Source: an optimization exercise on an open RTL-to-GDS flow (aim: small area, a short achievable clock period and few clock cycles per item). Production flows keep margins and buffers that such runs may drop.
Function was checked by simulation only, so behaviour that the tests miss may differ from the original.
The flow treats the clock pin as an ideal source. Dropping or thinning the clock tree relies on that and would not hold on a real chip.
Power and IR drop assume default switching activity.

Design hilbert_curve_converter, start of the top module:
module hilbert_curve_converter (
   input  logic                        clock,
   input  logic                        reset,
   input  logic                        req_valid,
   output logic                        req_stall,
   input  logic [64:0]                 req_word,
   output logic                        rsp_valid,
   input  logic                        rsp_stall,
   output logic [63:0]                 rsp_word,
   input  logic                        csr_write_enable,
   input  logic [4:0]                  csr_write_data
);
Settings: LEC_CHECK=0, ABC_AREA=1, CAP_MARGIN=20, CORE_AREA=2.3 2.72 121.9 122.4, DIE_AREA=0 0 124 124.5, SETUP_SLACK_MARGIN=2.2, SLEW_MARGIN=20; clock period 5.0 ns.
standard.sh (not shown) runs the stock make flow with config.mk's settings and CLKGATE_MAP_FILE= SYNTH_SCRIPT=/design/flow/synth_recipe.tcl, a recipe that flattens the netlist after the stock synthesis.
==> flow/flow/run.sh <==
#!/bin/bash
# The standard layout, with two changes:
#  - the ports are buffered by the smallest buffer instead of the delay buffer
#    buffer_ports picks by default; every port still gets its own buffer;
#  - the clock tree is one level of four clkbuf_16 (flow/one_level_cts.tcl)
#    instead of TritonCTS's two-level H-tree.
set -euo pipefail
export BUFFER_PORTS_ARGS="-buffer_cell sky130_fd_sc_hd__buf_1"
export PRE_CTS_TCL="$(pwd)/flow/one_level_cts.tcl"
bash standard.sh finish > standard_flow.log 2>&1
Other scripts of this flow, unchanged in this note and not shown: flow/flow/one_level_cts.tcl
Testbench counts at the start, summed over its fixed seeds: cycles 2,568, items 2,560.
==> next run, changes <==
--- a/flow/design.v
+++ b/flow/design.v
@@ -213,18 +213,18 @@
       end else begin : g_upper
          logic [1:0] zs, zl;
          if (j == NP-1) begin : g_top
             assign zs = {order_ff[0], 1'b0};
          end else begin : g_rest
             assign zs = pz_in[j];
          end
          assign zl = lvl_step(s1_act_b, s1_a_ff[2*j+1], s1_e_ff[2*j+1], zs);
-         assign ah_in[2*j+1] = s1_a_ff[2*j+1] ^ zs[0] ^ ((zs[1] ^ zs[0]) & s1_e_ff[2*j+1]);
-         assign ah_in[2*j]   = s1_a_ff[2*j] ^ zl[0] ^ ((zl[1] ^ zl[0]) & s1_e_ff[2*j]);
+         assign ah_in[2*j+1] = s1_a_ff[2*j+1] ^ (s1_e_ff[2*j+1] ? zs[1] : zs[0]);
+         assign ah_in[2*j]   = s1_a_ff[2*j] ^ (s1_e_ff[2*j] ? zl[1] : zl[0]);
       end
    end
    always_ff @(posedge clock) begin
       if (take) begin
          rsp_act_x_ff  <= s1_action_ff;
          rsp_act_y_ff  <= !s1_action_n_ff;
          rsp_ix_hi_ff  <= !s1_action_ff;
          rsp_ix_lo_ff  <= s1_action_n_ff;
@@ -242,18 +242,18 @@
       assign {st1_u[2*j+1], st1_c[2*j+1]} = zs;
       assign {st1_u[2*j], st1_c[2*j]} =
          lvl_step(hcc_pkg::ACT_TO_COORDS, rsp_a_ff[2*j+1], rsp_e_ff[2*j+1], zs);
    end
    for (genvar s = 0; s < N; s++) begin : g_rsp
       logic e, hi0, hi1;
       assign e = rsp_e_ff[s];
       if (s < 2*NL) begin : g_lower
-         assign hi0 = rsp_a_ff[s] ^ st_c[s] ^ ((st_u[s] ^ st_c[s]) & e);
-         assign hi1 = rsp_a_ff[s] ^ st1_c[s] ^ ((st1_u[s] ^ st1_c[s]) & e);
+         assign hi0 = rsp_a_ff[s] ^ (e ? st_u[s] : st_c[s]);
+         assign hi1 = rsp_a_ff[s] ^ (e ? st1_u[s] : st1_c[s]);
       end else begin : g_upper
          assign hi0 = rsp_a_ff[s];
          assign hi1 = rsp_a_ff[s];
       end
       assign rsp_word[32+2*s+1] = hi0 & rsp_ix_hi_ff;
       assign rsp_word[32+2*s]   = e & rsp_ix_lo_ff;
       assign rsp_word[16+s]     = hi1 & (rsp_act_x_ff == hcc_pkg::ACT_TO_COORDS);
       assign rsp_word[s]        = (hi1 ^ e) & (rsp_act_y_ff == hcc_pkg::ACT_TO_COORDS);
After rerunning: The changed run went through all stages and came out clean. Global-route usage falls by 0.79 points. Setup slack improved by 0.0063 ns. Final cell count is higher by 0.88%. Sequential power hardly moves. Combinational power went up by about 4%. First-iteration DRC count came out higher by 43%. Wire length goes down by 1.5%. Synthesized area barely changes. Critical path depth does not change. Maximum frequency is about the same. Sequential share of layout area fell by 0.10 points. Power climbs by 1.3%. Cell area went up by 0.34%. Register-to-register slack stays flat.
Testbench counts after the change, summed over its fixed seeds: cycles 2,568, items 2,560.
No run of this note takes its clock network from TritonCTS; it comes from the design's own scripts or RTL.

==> afterwards: timing with drivers on the ports <==
The flow's constraints put no driver on any port. The routed layouts listed below were extracted and timed again, unchanged, in two steps. Step 1 sets driving cells, clkbuf_16 on the clock port and buf_2 on the other inputs (assumed; they add their load-dependent delay and slew). Step 2, shift: input delay + t, output delay - t, t = (earliest + latest rising clock arrival at the registers) / 2. This alone moves slack from input paths to output paths. a / b / c = ideal / step 1 / step 2; a / b = the first two.
run | t, ns | slack for setup (ns) | worst hold slack (ns) | worst setup path after step 2 | clock arrival spread, ns
the first run | 0.240 | 2.206 / 2.206 / 2.206 | 0.469 / 0.469 / 0.469 | register to register | 0.016 / 0.016
the second run | 0.237 | 2.212 / 2.190 / 2.212 | 0.422 / 0.422 / 0.422 | register to register | 0.013 / 0.013
After both steps setup and hold are still met in every run listed.
